What follows belongs to an exercise in optimizing a design on an open flow for small area, a short achievable clock period and few clock cycles per item; a production flow would make more cautious choices.
Function was checked by simulation only, so behaviour that the tests miss may differ from the original.

Setup of job 150:
Design epoch_seconds_to_calendar_top, start of the top module:
module epoch_seconds_to_calendar_top (
  input  wire logic        clk,
  input  wire logic        rst,
  input  wire logic        din_valid,
  output wire logic        din_ready,
  input  wire logic [31:0] din_epoch_seconds,
  output wire logic        dout_valid,
  input  wire logic        dout_ready,
  output wire logic [5:0]  dout_second_of_minute,
  output wire logic [5:0]  dout_minute_of_hour,
  output wire logic [4:0]  dout_hour_of_day,
  output wire logic [2:0]  dout_weekday,
  output wire logic [7:0]  dout_year_offset,
  output wire logic [3:0]  dout_month_number,
  output wire logic [4:0]  dout_day_of_month
);
For scale: about 1500 cells after synthesis, ~110 flip-flops, ~75 I/O pins, about 0.014 mm² of cells after synthesis.
Settings: LEC_CHECK=0, CAP_MARGIN=20, CORE_MARGIN=2, CORE_UTILIZATION=60, SETUP_SLACK_MARGIN=5, SLEW_MARGIN=20; clock period 11.0 ns.
run.sh (not shown) runs the stock make flow with config.mk's settings and CLKGATE_MAP_FILE= SYNTH_SCRIPT=/design/flow/synth_recipe.tcl, a recipe that flattens the netlist after the stock synthesis.
The final layout from job 150, which completed every stage, passed the timing, design-rule and antenna checks at the end of the flow.
Testbench counts of job 150, summed over its fixed seeds: cycles 8,024, items 8,000.
Input-level comparison between job 5342 and job 150:
Settings: CORE_UTILIZATION: 60 -> 40.
--- outcome ---
Going from job 150 to job 5342, clock skew rose 0.0030 ns, number of clock buffers in the layout dropped 1, overall via count from detail_route moved down. The lower transition time of the tightest slew-check pin of job 5342 and job 150 is in job 5342. Comparing the two runs side by side, job 5342 comes out behind job 150 on worst setup slack. Delta (job 5342 minus job 150): post-detailed-routing wire length +0.72%.

* * *

epoch_seconds_to_calendar_top, a different RTL version from the one above (not shown whole).
Size in the first run: about 1500 cells after synthesis, roughly 120 flip-flops, roughly 14000 um2 of cells after synthesis.
==> flow/config.mk <==
export PLATFORM = sky130hd
export DESIGN_NAME = epoch_seconds_to_calendar_top
export DESIGN_NICKNAME = epoch_seconds_to_calendar_top
export VERILOG_FILES = /design/flow/design.v
export SDC_FILE = /design/flow/constraint.sdc
export NUM_CORES = 4
export LEC_CHECK = 0
export CAP_MARGIN = 20
export CORE_MARGIN = 2
export CORE_UTILIZATION = 40
export SLEW_MARGIN = 20
==> flow/constraint.sdc <==
create_clock -name core_clock -period 11.0 [get_ports {clk}]
set_input_delay 2.2000 -clock core_clock [delete_from_list [all_inputs] [get_ports {clk}]]
set_output_delay 2.2000 -clock core_clock [all_outputs]
set_load 0.01 [all_outputs]
standard.sh (not shown) runs the stock make flow with config.mk's settings and CLKGATE_MAP_FILE= SYNTH_SCRIPT=/design/flow/synth_recipe.tcl, a recipe that flattens the netlist after the stock synthesis.
==> flow/flow/run.sh <==
#!/bin/bash
# The standard layout (the standard.sh: ORFS synthesis through finish) with timing repair
# aimed at 5 ns of setup slack, and the port buffers made with buf_1 cells.
set -euo pipefail
bash standard.sh SETUP_SLACK_MARGIN=5 'BUFFER_PORTS_ARGS=-buffer_cell sky130_fd_sc_hd__buf_1' finish > standard_finish.log 2>&1
Testbench counts at the start, summed over its fixed seeds: cycles 8,024, items 8,000.
==> next run, changes <==
==> flow/flow/run.sh (replaced) <==
#!/bin/bash
# The standard layout (the standard.sh: ORFS synthesis through finish) with timing repair
# aimed at 5.5 ns of setup slack, and the port buffers made with buf_1 cells.
set -euo pipefail
bash standard.sh SETUP_SLACK_MARGIN=5.5 'BUFFER_PORTS_ARGS=-buffer_cell sky130_fd_sc_hd__buf_1' finish > standard_finish.log 2>&1
Result: Routed wire length is higher by 7.6%. Via count climbs by 5.4%. Critical path depth stays the same.
==> next run, changes <==
==> flow/flow/run.sh (replaced) <==
#!/bin/bash
# The standard layout (the standard.sh: ORFS synthesis through finish) with timing repair
# aimed at 5 ns of setup slack, and the port buffers made with buf_1 cells.
set -euo pipefail
bash standard.sh SETUP_SLACK_MARGIN=5 'BUFFER_PORTS_ARGS=-buffer_cell sky130_fd_sc_hd__buf_1' finish > standard_finish.log 2>&1
CORE_UTILIZATION = 55   (was 40)
The new run went through all stages and came out clean. Synthesized cell count stays the same. Worst setup slack gets better by 0.14 ns. Global-route usage came out higher by 5.4 points. Routed wire length goes down by 10%. Cell count decreases by 9.2%. Area after synthesis does not change. Flip-flop and latch count does not change.
==> next run, changes <==
CORE_UTILIZATION = 65   (was 55)
- via count came out higher by 1.4%
- final cell count fell by 2.5%
- setup slack is worse by 0.039 ns

* * *

epoch_seconds_to_calendar_top, a different RTL version from the one above (not shown whole).
For scale: about 1700 cells after synthesis, about 120 flip-flops, roughly 0.014 sq mm of cells after synthesis.
Settings: LEC_CHECK=0, ABC_AREA=1, CAP_MARGIN=20, CORE_MARGIN=2, CORE_UTILIZATION=55, SLEW_MARGIN=20; clock period 11.0 ns.
==> flow/flow/run.sh <==
#!/bin/bash
# The standard layout (the standard.sh: ORFS synthesis through finish) with timing repair
# aimed at 5 ns of setup slack, and the port buffers made with buf_1 cells.
set -euo pipefail
bash standard.sh SETUP_SLACK_MARGIN=5 'BUFFER_PORTS_ARGS=-buffer_cell sky130_fd_sc_hd__buf_1' finish > standard_finish.log 2>&1
Testbench counts at the start, summed over its fixed seeds: cycles 8,024, items 8,000.
Then changed:
--- a/flow/config.mk
+++ b/flow/config.mk
@@ -6,7 +6,6 @@
 export NUM_CORES = 4
 export LEC_CHECK = 0
-export ABC_AREA = 1
 export CAP_MARGIN = 20
 export CORE_MARGIN = 2
-export CORE_UTILIZATION = 55
+export CORE_UTILIZATION = 40
 export SLEW_MARGIN = 20
- synthesized cell count shrinks by roughly a tenth
- fmax fell slightly
- final area is higher by a few percent
- non-clock buffer count went up by 25
- wire length rose slightly
- sequential share of layout area came out lower by 0.96 points
- global-route usage decreases by 6.8 points
- critical path depth fell by 4
- area after synthesis is higher slightly
Then changed:
--- a/flow/config.mk
+++ b/flow/config.mk
@@ -6,4 +6,5 @@
 export NUM_CORES = 4
 export LEC_CHECK = 0
+export ABC_AREA = 1
 export CAP_MARGIN = 20
 export CORE_MARGIN = 2
Setup slack is better by 0.080 ns.
Design area falls by 3.5%.
Utilization came out lower by 0.59 points.
Hold slack gets better by 0.010 ns.
Register-to-register slack is better by 0.13 ns.
Clock-buffer cell count came out higher by 1.
Wire length barely changes.
Critical path depth is higher by 4.
Then changed:
--- a/flow/config.mk
+++ b/flow/config.mk
@@ -6,7 +6,6 @@
 export NUM_CORES = 4
 export LEC_CHECK = 0
-export ABC_AREA = 1
 export CAP_MARGIN = 20
 export CORE_MARGIN = 2
-export CORE_UTILIZATION = 40
+export CORE_UTILIZATION = 55
 export SLEW_MARGIN = 20
Die area came out lower by a quarter to a third.
Synthesized cell count fell by roughly a tenth.
Final area increases by a few percent.
Via count fell by a few percent.
Global-route usage is higher by 4.9 points.

* * *

epoch_seconds_to_calendar_top, a different RTL version from the one above (not shown whole).
For scale: roughly 1700 cells after synthesis, ~75 I/O pins.
==> flow/config.mk <==
export PLATFORM = sky130hd
export DESIGN_NAME = epoch_seconds_to_calendar_top
export DESIGN_NICKNAME = epoch_seconds_to_calendar_top
export VERILOG_FILES = /design/flow/design.v
export SDC_FILE = /design/flow/constraint.sdc
export NUM_CORES = 4
export LEC_CHECK = 0
export CAP_MARGIN = 20
export CORE_MARGIN = 2
export CORE_UTILIZATION = 40
export SETUP_SLACK_MARGIN = 5
export SLEW_MARGIN = 20
==> flow/constraint.sdc <==
create_clock -name core_clock -period 11.0 [get_ports {clk}]
set_input_delay 2.2000 -clock core_clock [delete_from_list [all_inputs] [get_ports {clk}]]
set_output_delay 2.2000 -clock core_clock [all_outputs]
set_load 0.01 [all_outputs]
run.sh (not shown) runs the stock make flow with config.mk's settings and CLKGATE_MAP_FILE= SYNTH_SCRIPT=/design/flow/synth_recipe.tcl, a recipe that flattens the netlist after the stock synthesis.
Stock flow here: none of the scripts above is used.
The starting point completed with no timing, DRC or antenna violations.
Testbench counts at the start, summed over its fixed seeds: cycles 8,024, items 8,000.
Rerun with:
- SETUP_SLACK_MARGIN: 5 -> 4.0
Worst setup slack is worse by 0.52 ns. Flip-flop and latch count does not change. Fmax came out lower by 7.8%. Core utilization came out lower by 3.7 points. Synthesized area is unchanged. Cell area came out lower by 7.4%. Final cell count came out lower by 3.3%. Wire length came out lower by 9.3%. Global-route usage came out lower by 1.2 points.
Rerun with:
==> flow/flow/run.sh (new file) <==
#!/bin/bash
# The standard layout (the standard.sh: ORFS synthesis through finish) with timing repair
# aimed at 5 ns of setup slack, and the port buffers made with buf_1 cells.
set -euo pipefail
bash standard.sh SETUP_SLACK_MARGIN=5 'BUFFER_PORTS_ARGS=-buffer_cell sky130_fd_sc_hd__buf_1' finish > standard_finish.log 2>&1
==> flow/standard.sh (new file) <==
#!/bin/bash
# synth_recipe.tcl (not shown) runs the flow's synth.tcl, then flattens the netlist and writes it again
# the make line also repeats each setting of config.mk as NAME=value (left out here)
make -C /OpenROAD-flow-scripts/flow DESIGN_CONFIG=/design/flow/config.mk WORK_HOME=/design/flow/orfs CLKGATE_MAP_FILE= SYNTH_SCRIPT=/design/flow/synth_recipe.tcl "${@:-finish}"
- CAP_MARGIN: 20 -> 0
- SETUP_SLACK_MARGIN: 4.0 -> unset
- SLEW_MARGIN: 20 -> 0
removed: flow/run.sh
After rerunning:
- setup slack improves by 0.58 ns
- non-clock buffer count is higher by 71
- synthesized area stays the same
Rerun with:
==> flow/flow/run.sh (replaced) <==
#!/bin/bash
set -euo pipefail
bash standard.sh SETUP_SLACK_MARGIN=6.0 finish > standard_finish.log 2>&1
- CAP_MARGIN: 0 -> 20
- SLEW_MARGIN: 0 -> 20
Worst hold slack barely changes.
Die area stays the same.
Flip-flop and latch count stays the same.
Non-clock buffer count rises by 56.
Global-route usage goes up by 1.0 points.
Synthesized cell count stays the same.
Final area went up by 7.2%.
Rerun with:
==> flow/flow/run.sh (replaced) <==
#!/bin/bash
# The standard layout (the standard.sh: ORFS synthesis through finish) with timing repair
# aimed at 5 ns of setup slack, and the port buffers made with buf_2 cells.
set -euo pipefail
bash standard.sh SETUP_SLACK_MARGIN=5 'BUFFER_PORTS_ARGS=-buffer_cell sky130_fd_sc_hd__buf_2' finish > standard_finish.log 2>&1
Outcome: Via count barely changes. Worst setup slack gets worse by 0.16 ns. Design area came out lower by 4.2%. Routed wire length decreases by 1.2%. Maximum frequency drops by 2.6%. Die area is unchanged. Worst hold slack hardly moves. Synthesized cell count does not change.

* * *

Starting RTL as in the previous note.
Design epoch_seconds_to_calendar_top, start of the top module:
module epoch_seconds_to_calendar_top (
  input  wire logic        clk,
  input  wire logic        rst,
  input  wire logic        din_valid,
  output wire logic        din_ready,
  input  wire logic [31:0] din_epoch_seconds,
  output wire logic        dout_valid,
  input  wire logic        dout_ready,
  output wire logic [5:0]  dout_second_of_minute,
  output wire logic [5:0]  dout_minute_of_hour,
  output wire logic [4:0]  dout_hour_of_day,
  output wire logic [2:0]  dout_weekday,
  output wire logic [7:0]  dout_year_offset,
  output wire logic [3:0]  dout_month_number,
  output wire logic [4:0]  dout_day_of_month
);
clock: 11.0 ns
lec_check: 0
cap_margin: 20
core_margin: 2
core_utilization: 40
slew_margin: 20
standard.sh (not shown) runs the stock make flow with config.mk's settings and CLKGATE_MAP_FILE= SYNTH_SCRIPT=/design/flow/synth_recipe.tcl, a recipe that flattens the netlist after the stock synthesis.
==> flow/flow/run.sh <==
#!/bin/bash
set -euo pipefail
bash standard.sh SETUP_SLACK_MARGIN=5.5 finish > standard_finish.log 2>&1
The starting point finished with timing, DRC and antenna clean.
Testbench counts at the start, summed over its fixed seeds: cycles 8,024, items 8,000.
Edit:
==> flow/run.sh (new file) <==
#!/bin/bash
# synth_recipe.tcl (not shown) runs the flow's synth.tcl, then flattens the netlist and writes it again
# the make line also repeats each setting of config.mk as NAME=value (left out here)
make -C /OpenROAD-flow-scripts/flow DESIGN_CONFIG=/design/flow/config.mk WORK_HOME=/design/flow/orfs CLKGATE_MAP_FILE= SYNTH_SCRIPT=/design/flow/synth_recipe.tcl finish
--- a/flow/config.mk
+++ b/flow/config.mk
@@ -10,0 +11 @@
+export SETUP_SLACK_MARGIN = 4.6
removed: flow/flow/run.sh
removed: flow/standard.sh
What happened: The changed run completed without violations. Routed wire length shrinks by a few percent. Maximum frequency fell by a few percent. Final area falls by a few percent. Final cell count goes down by a few percent. Via count went down by a few percent. Register-to-register slack loses 0.19 ns. Utilization goes down by 2.7 points. Worst setup slack gets worse by 0.19 ns.
Edit:
==> flow/flow/run.sh (new file) <==
#!/bin/bash
# The standard layout (the standard.sh: ORFS synthesis through finish) with timing repair
# aimed at 5 ns of setup slack, and the port buffers made with buf_1 cells.
set -euo pipefail
bash standard.sh SETUP_SLACK_MARGIN=5 'BUFFER_PORTS_ARGS=-buffer_cell sky130_fd_sc_hd__buf_1' finish > standard_finish.log 2>&1
==> flow/standard.sh (new file) <==
#!/bin/bash
# synth_recipe.tcl (not shown) runs the flow's synth.tcl, then flattens the netlist and writes it again
# the make line also repeats each setting of config.mk as NAME=value (left out here)
make -C /OpenROAD-flow-scripts/flow DESIGN_CONFIG=/design/flow/config.mk WORK_HOME=/design/flow/orfs CLKGATE_MAP_FILE= SYNTH_SCRIPT=/design/flow/synth_recipe.tcl "${@:-finish}"
--- a/flow/config.mk
+++ b/flow/config.mk
@@ -11 +10,0 @@
-export SETUP_SLACK_MARGIN = 4.6
removed: flow/run.sh
Outcome: Routed wire length climbs by about 2.1%; global-route usage rose by 0.84 points.
Edit:
==> flow/flow/run.sh (replaced) <==
#!/bin/bash
# The standard layout (the standard.sh: ORFS synthesis through finish) with timing repair
# aimed at 5.5 ns of setup slack, and the port buffers made with buf_1 cells.
set -euo pipefail
bash standard.sh SETUP_SLACK_MARGIN=5.5 'BUFFER_PORTS_ARGS=-buffer_cell sky130_fd_sc_hd__buf_1' finish > standard_finish.log 2>&1
What happened: Synthesized cell count stays the same; cell area grows by a few percent; core utilization rose by 1.3 points; first-iteration DRC count went up by about a fifth; count of clock-buffer cells in the layout does not change; worst hold slack hardly moves; via count came out higher slightly; global-route usage grows by 0.75 points.
Edit:
==> flow/flow/run.sh (replaced) <==
#!/bin/bash
# The standard layout (the standard.sh: ORFS synthesis through finish) with timing repair
# aimed at 5 ns of setup slack, and the port buffers made with buf_1 cells.
set -euo pipefail
bash standard.sh SETUP_SLACK_MARGIN=5 'BUFFER_PORTS_ARGS=-buffer_cell sky130_fd_sc_hd__buf_1' finish > standard_finish.log 2>&1
--- a/flow/config.mk
+++ b/flow/config.mk
@@ -10,0 +11 @@
+export GPL_TIMING_DRIVEN = 1
Result:
- The changed run ran to the end with no violations
- setup slack gains 0.14 ns
- utilization fell by 1.3 points
- area after synthesis is unchanged
- register-to-register slack gets better by 0.14 ns
Edit:
--- a/flow/config.mk
+++ b/flow/config.mk
@@ -10,2 +10 @@
-export CORE_UTILIZATION = 40
-export GPL_TIMING_DRIVEN = 1
+export CORE_UTILIZATION = 55
Cell area came out lower by 0.60%.
First-iteration DRC count came out higher by 14%.
Utilization goes up by 17 points.
Via count hardly moves.
Routed wire length falls by 0.39%.
Synthesized area is unchanged.
Global-route usage goes up by 6.5 points.

## port drivers added, routing unchanged
How much do the figures lean on ideal ports? The routed layouts below were timed once more, with nothing changed but the port constraints. Step 1 assumes that a clkbuf_16 drives the clock port and a buf_2 every other input. Step 2 moves the port delays by t, midway between the first and last clock arrival at a register: inputs arrive t later, outputs are due t later. That takes back most of the time a late clock gives input paths. Three values: ideal, step 1, step 2; two values: the first two.
run | t, ns | slack for setup (ns) | worst hold slack (ns) | worst setup path at the end
job 150 | 0.460 | 4.548 / 4.502 / 4.675 | 0.416 / 0.416 / 0.416 | input to register
job 5342 | 0.482 | 4.494 / 4.445 / 4.620 | 0.417 / 0.417 / 0.417 | input to register
the first run of note 2 | 0.481 | 5.051 / 5.064 / 4.583 | 0.414 / 0.414 / 0.414 | input to register
the second run of note 2 | 0.480 | 4.994 / 5.006 / 4.526 | 0.419 / 0.419 / 0.419 | input to register
the third run of note 2 | 0.468 | 5.130 / 5.143 / 4.675 | 0.420 / 0.420 / 0.420 | input to register
the fourth run of note 2 | 0.462 | 5.091 / 5.099 / 4.637 | 0.417 / 0.417 / 0.417 | input to register
the first run of note 3 | 0.479 | 5.233 / 5.257 / 4.778 | 0.420 / 0.420 / 0.420 | input to register
the second run of note 3 | 0.467 | 5.197 / 5.223 / 4.756 | 0.417 / 0.417 / 0.417 | input to register
the third run of note 3 | 0.481 | 5.277 / 5.304 / 4.823 | 0.427 / 0.427 / 0.427 | input to register
the fourth run of note 3 | 0.468 | 5.158 / 5.158 / 4.839 | 0.417 / 0.417 / 0.417 | input to register
the first run of note 4 | 0.485 | 4.915 / 4.915 / 4.616 | 0.417 / 0.417 / 0.417 | input to register
the second run of note 4 | 0.488 | 4.398 / 4.421 / 3.933 | 0.420 / 0.420 / 0.420 | input to register
the third run of note 4 | 0.488 | 4.978 / 4.978 / 4.626 | 0.420 / 0.420 / 0.420 | input to register
the fourth run of note 4 | 0.484 | 4.902 / 4.902 / 4.631 | 0.419 / 0.419 / 0.419 | input to register
the fifth run of note 4 | 0.479 | 4.742 / 4.742 / 4.508 | 0.420 / 0.420 / 0.420 | input to register
the first run of note 5 | 0.491 | 4.915 / 4.915 / 4.619 | 0.420 / 0.420 / 0.420 | input to register
the second run of note 5 | 0.493 | 4.729 / 4.729 / 4.327 | 0.419 / 0.419 / 0.419 | input to register
the third run of note 5 | 0.488 | 4.978 / 4.978 / 4.626 | 0.420 / 0.420 / 0.420 | input to register
the fourth run of note 5 | 0.486 | 4.834 / 4.834 / 4.708 | 0.420 / 0.420 / 0.420 | input to register
the fifth run of note 5 | 0.488 | 4.978 / 4.978 / 4.626 | 0.420 / 0.420 / 0.420 | input to register
the sixth run of note 5 | 0.468 | 5.036 / 5.036 / 4.649 | 0.421 / 0.421 / 0.421 | input to register
After both steps setup and hold are still met in every run listed.
